From an optimization exercise on the open Yosys and OpenROAD flow, aimed at small area, a short achievable clock period and few clock cycles; shortcuts taken in it are not production practice.
Function was checked by simulation only, so behaviour that the tests miss may differ from the original.
Power figures rest on the tool's default switching activity, not on a simulated workload.

## flow/design.v (module list and top-level ports; edited modules follow where they fit)
// module fp4_sdf_stage: 103 lines
// module fp4_pair: 204 lines
// module fp4_tmul2: 314 lines
// module fp4_tmul3: 474 lines
// module fp4_tmul4: 488 lines
// module fft_top: 185 lines
module fft_top (
    input  logic       clk,
    input  logic       rst,
    input  logic [2:0] log2n,
    input  logic [7:0] data_in,
    input  logic       data_in_valid,
    output logic       fft_ready,
    output logic       done,
    output logic       error,
    output logic [7:0] data_out,
    output logic       data_out_valid
);
  // ...
==> flow/flow/run.sh <==
#!/bin/bash
# Standard layout, with the resizer asked for more setup slack than the default
# (same clock, same constraints): its repair_timing steps then also speed up
# the port buffers and the register-to-register paths.
set -euo pipefail
export SETUP_SLACK_MARGIN=${MARGIN:-11.3}
bash standard.sh > make_finish.log 2>&1
==> flow/standard.sh <==
#!/bin/bash
# synth_recipe.tcl (not shown) runs the flow's synth.tcl, then flattens the netlist and writes it again
# the make line also repeats each setting of config.mk as NAME=value (left out here)
make -C /OpenROAD-flow-scripts/flow DESIGN_CONFIG=/design/flow/config.mk WORK_HOME=/design/flow/orfs CLKGATE_MAP_FILE= SYNTH_SCRIPT=/design/flow/synth_recipe.tcl "${@:-finish}"
==> flow/config.mk <==
export PLATFORM = sky130hd
export DESIGN_NAME = fft_top
export DESIGN_NICKNAME = fft_top
export VERILOG_FILES = /design/flow/design.v
export SDC_FILE = /design/flow/constraint.sdc
export NUM_CORES = 4
export LEC_CHECK = 0
export ABC_AREA = 1
export CAP_MARGIN = 20
export CORE_MARGIN = 2
export CORE_UTILIZATION = 60
export CTS_CLUSTER_DIAMETER = 90
export CTS_CLUSTER_SIZE = 25
export GPL_ROUTABILITY_DRIVEN = 0
export SLEW_MARGIN = 20
==> flow/constraint.sdc <==
create_clock -name core_clock -period 15.0 [get_ports {clk}]
set_input_delay 3.0000 -clock core_clock [delete_from_list [all_inputs] [get_ports {clk}]]
set_output_delay 3.0000 -clock core_clock [all_outputs]
set_load 0.01 [all_outputs]
==> flow_summary_export.csv, run 1 <==
group,metric,value,unit
status,status,"complete, no violations",
logic_synthesis,yosysWarnings,11,
worst_setup_path,rrSetupSlack,11.52,ns
timing,rsz0062_at_grt,"true",
power,seq_cell_power,3.29,mW
power,p_per_area,237,nW/um^2
floorplan,die_h,240,um
placed_design,placed_area,34300,um^2
timing,whs,0.325,ns
clock_tree,clock-sinks,792,
clock_tree,clk_latency,0.59,ns
route,viasPerCell,5.68,
grt,met1_usage,0.337,
power,power_leader,"combinational cells",
worst_setup_path,reg2reg_from,"rcnt[0]",
timing,tightestPinTransition,1.14,ns
route,wl_per_cell,16.7,um
finish,multi_input_area_share,0.335,
clock_tree,cts_setup_buffers,1,
grt,top_usage_layer,"met2",
clock_tree,hold_buffers,0,
worst_setup_path,cp_top_family,"flip-flops",
worst_setup_path,cp_data_required_time,12.00,ns
finish,design_area,35500,um^2
logic_synthesis,synth_fa_ha_area_frac,0.0323,
grt,grt_use_total,0.251,
grt,grt_pass1_wl,117000,um
worst_setup_path,crit_end,"done",
logic_synthesis,synth_cell_types,62,
clock_tree,clk_pin_slew,0.10,ns
route,met1_length,31900,um
finish,buf_share,0.0122,
floorplan,taps,748,
logic_synthesis,ys_ff_latch,792,
worst_setup_path,cpPeakStageDelay,0.40,ns
logic_synthesis,synth_area_per_cell,9.42,um^2
grt,globalRouteOverflowTotal,0,
clock_tree,tritoncts,"yes",
worst_setup_path,cp-end-kind,"output pin",
route,drc,0,
placed_design,hpwl,48200,um
worst_setup_path,path_cells,"buf_2",
Testbench counts, summed over its fixed seeds: cycles 4,773.
==> run 2, diff against run 1 <==
--- a/flow/config.mk
+++ b/flow/config.mk
@@ -12,4 +12,3 @@
 export CTS_CLUSTER_DIAMETER = 90
 export CTS_CLUSTER_SIZE = 25
-export GPL_ROUTABILITY_DRIVEN = 0
 export SLEW_MARGIN = 20
==> run 2 against run 1 <==
Effect of this change:
- utilization is 0.25 points higher
- first-iteration DRC count is 12% lower
- register-to-register slack better by 0.05 ns
- largest cell class unchanged
- still clean
- largest power group unchanged
- clock-buffer cell count is 4 higher
- highest routed layer unchanged
==> flow_summary_export.csv, run 2 <==
group,metric,value,unit
status,status,"complete, no violations",
logic_synthesis,synth_cell_types,62,
floorplan,rows,86,
route,viasPerCell,5.66,
placed_design,placed_area,34300,um^2
worst_setup_path,critPathBufInv,1,
route,routed-via-count,24400,
power,swShare,0.441,
worst_setup_path,cp_data_required_time,12.00,ns
placed_design,place_ws,10.43,ns
worst_setup_path,cpMaxStageDelayCell,"dfrtp_1",
timing,min_period,4.14,ns
worst_setup_path,crit_type,"reg2out",
power,internal_power,4.74,mW
worst_hold_path,hold_depth,0,
timing,hold_viol,0,
floorplan,die-area,57400,um^2
floorplan,die_w,240,um
grt,grt_pass1_wl,117000,um
timing,setup_violations,0,
finish,drive_gt1_frac,0.0612,
timing,fin_skew,0.0415,ns
power,vdd_drop_max,0.117,mV
timing,tns,0,ns
worst_setup_path,cp.depth,1,
logic_synthesis,syn-cell-area,33300,um^2
grt,globalRouteOverflowTotal,0,
grt,grt_antenna_before_repair,0,
clock_tree,cts-htree-levels,2,
logic_synthesis,ys_ff_latch,792,
route,wl,72200,um
run,max-cap-violations,0,
finish,layout_commonest_cell,"nand2_1",
worst_setup_path,crit_fanout,1,
timing,rsz0062_at_grt,"true",
finish,antenna_cells,0,
placed_design,hpwl,48800,um
route,drt_iter0_markers,1863,
logic_synthesis,ys_seq_area_frac,0.593,
floorplan,die_h,240,um
logic_synthesis,ys.flop_type,"dfxtp_1",
logic_synthesis,synth_top_area_share,0.316,
clock_tree,hold_buffers,0,
worst_hold_path,hp-class,"reg2reg",
worst_setup_path,cpPeakStageDelay,0.40,ns
power,p_per_area,238,nW/um^2
logic_synthesis,synth_edf_count,350,
logic_synthesis,synth_area_leaders,"edfxtp_1, dfxtp_1, nand2_1",
finish,regMostFlops,"mem",
power,combPwrFrac,0.469,
floorplan,start_util,0.606,
worst_setup_path,path_cells,"buf_2",
clock_tree,root_buffer,"clkbuf_16",
logic_synthesis,yosys-top-cells-count,"nand2_1, nor2_1, o21ai_0",
logic_synthesis,synth_area_per_cell,9.42,um^2
clock_tree,clock_path_buffers,3,
logic_synthesis,yosysWarnings,11,
worst_setup_path,cp_top_family,"flip-flops",
grt,grt_pass1_vias,23500,
route,wl_per_cell,16.7,um
grt,grt_max_degree,97,
timing,period_share,0.276,
logic_synthesis,synthCells,3533,
clock_tree,clk_latency,0.61,ns
clock_tree,clock-sinks,792,
floorplan,ios,26,
clock_tree,tritoncts,"yes",
placed_design,io_buffers,25,
power,power_switching,3.74,mW
logic_synthesis,synth_fp_nets,3630,
timing,setup_slack,10.86,ns
logic_synthesis,yosys.cell_count.top_type,"nand2_1",
worst_setup_path,arrival,1.14,ns
route,firstDrtPassIters,6,
logic_synthesis,async_reset_ff_frac,0.0934,
worst_setup_path,startpoint_type,"register",
timing,clock.fmax,242,MHz
finish,nets,3633,
clock_tree,numCtsBuffers,40,
finish,largest_reg_flops,256,
route,drc,0,
power,p_seq_frac,0.387,
route,ant_nets,0,
worst_setup_path,cp-end-kind,"output pin",
timing,tightestPinTransition,1.03,ns
timing,slew_headroom,0.311,
grt,grt_use_total,0.252,
clock_tree,clk_pin_slew,0.10,ns
finish,design_area,35600,um^2
timing,whs,0.308,ns
power,leakagePower,14.2,nW
floorplan,core,55000,um^2
timing,final_max_slew_viol_count,0,
power,clockPowerShare,0.143,
finish,layout_common_cells,"nand2_1, nor2_1, o21ai_0, dfxtp_1, edfxtp_1",
worst_setup_path,reg2reg_depth,19,
finish,reg.largest.list,"mem: 256 flops, u_s4.dl: 128 flops",
finish,area_growth,6.96,%
logic_synthesis,yosysTopAreaCell,"edfxtp_1",
placed_design,gp_congestion,0.880,
run 2: cell types whose count changed in the layout (fill, tap and decap cells not counted), moves of 2 or more:
cell       before  now
a21oi_2         7    5
buf_2           6    8
buf_4          26   22
clkbuf_16      38   41
dfxtp_1       354  356
dfxtp_4         2    0
inv_2          27   25
inv_6           0    3
inv_8           0    4
run 2: path summary, 6_finish.rpt:
check	startpoint	end	slack (ns)
worst max-delay path	done	done	10.86
worst min-delay path	u_s3.dl[0][7]	u_s3.dl[1][7]	0.31
worst max register to register	u_s4.genblk1.g_wn.k_q[2]	u_s4.g_p.t_q[3]	11.57
worst min register to register	u_s3.dl[0][7]	u_s3.dl[1][7]	0.31
max in group asynchronous	rst	u_s4.y_v	11.85
min in group asynchronous	rst	error	2.53
run 2: layer usage:
| metal | part of all wire | global-route usage | routed length [um] |
|---|---|---|---|
| met1 | 0.43 | 0.325 | 30700 |
| met4 | 0.031 | 0.0843 | 2210 |
| met3 | 0.051 | 0.0304 | 3690 |
| met5 | 0 | 0 | 0 |
| met2 | 0.49 | 0.442 | 35500 |
run 2: timing repair:
item                       in CTS  in global routing
pin swaps                       0                  5
setup endpoints to repair      20                 37
resized for setup              56                 23
setup buffers                   0                  6
run 2: kinds of logic after synthesis:
family                     share of synthesized area
DFF                                            0.593
and+or+nand+nor                                0.168
AOI/OAI and AO/OA                              0.141
muxes                                       0.000301
xor gates and xnor gates                      0.0134
adders and majority gates                     0.0323
buffers and inverters                         0.0530
run 2: area by class of cell:
cell class | instances | area, um^2
Timing Repair Buffer | 50 | 427
Sequential cell | 792 | 19800
Clock buffer | 62 | 1110
Fill cell | 4373 | 19400
Tap cell | 748 | 936
Clock inverter | 9 | 108
Multi-Input combinational cell | 2275 | 11900
Inverter | 377 | 1420
run 2: stage by stage:
| step | utilization | cells | power [mW] |
|---|---|---|---|
| final | 0.648 | 4313 | 8.49 |
| after global routing | 0.648 | 4313 | 9.18 |
| after CTS | 0.645 | 4306 | 8.45 |
| after detailed placement | 0.624 | 4235 | 7.23 |
| after global placement | 0.624 | 4234 | 7.13 |
| after floorplan | - | 3533 | 6.14 |
run 2: power groups by stage:
| stage | sequential [mW] | clock (mW) | combinational (mW) |
|---|---|---|---|
| floorplan | 3.19 | 0 | 2.95 |
| global placement | 3.31 | 0 | 3.82 |
| detailed placement | 3.33 | 0 | 3.90 |
| CTS | 3.29 | 1.25 | 3.92 |
| global route | 3.36 | 1.32 | 4.50 |
| finish | 3.29 | 1.22 | 3.98 |

## re-timing with driven ports
Ports are ideal in the flow. The routed layouts listed here were re-timed in OpenROAD. Step 1, drivers: a clkbuf_16 drives clk and a buf_2 each remaining input, both assumed. Step 2 moves the port delays by t, midway between the first and last clock arrival at a register: inputs arrive t later, outputs are due t later. That takes back most of the time a late clock gives input paths. Slacks: no drivers / after step 1 / after step 2; pairs: no drivers / after step 1.
| run | t, ns | setup slack, ns | worst hold slack (ns) |
|---|---|---|---|
| run 1 | 0.643 | 10.861 / 10.800 / 10.800 | 0.325 / 0.325 / 0.325 |
| run 2 | 0.647 | 10.865 / 10.807 / 10.772 | 0.308 / 0.308 / 0.308 |
After both steps setup and hold are still met in every run listed. For run 2, which loses most, drivers alone change the setup slack by -0.058 ns; drivers and shift together by -0.093 ns.
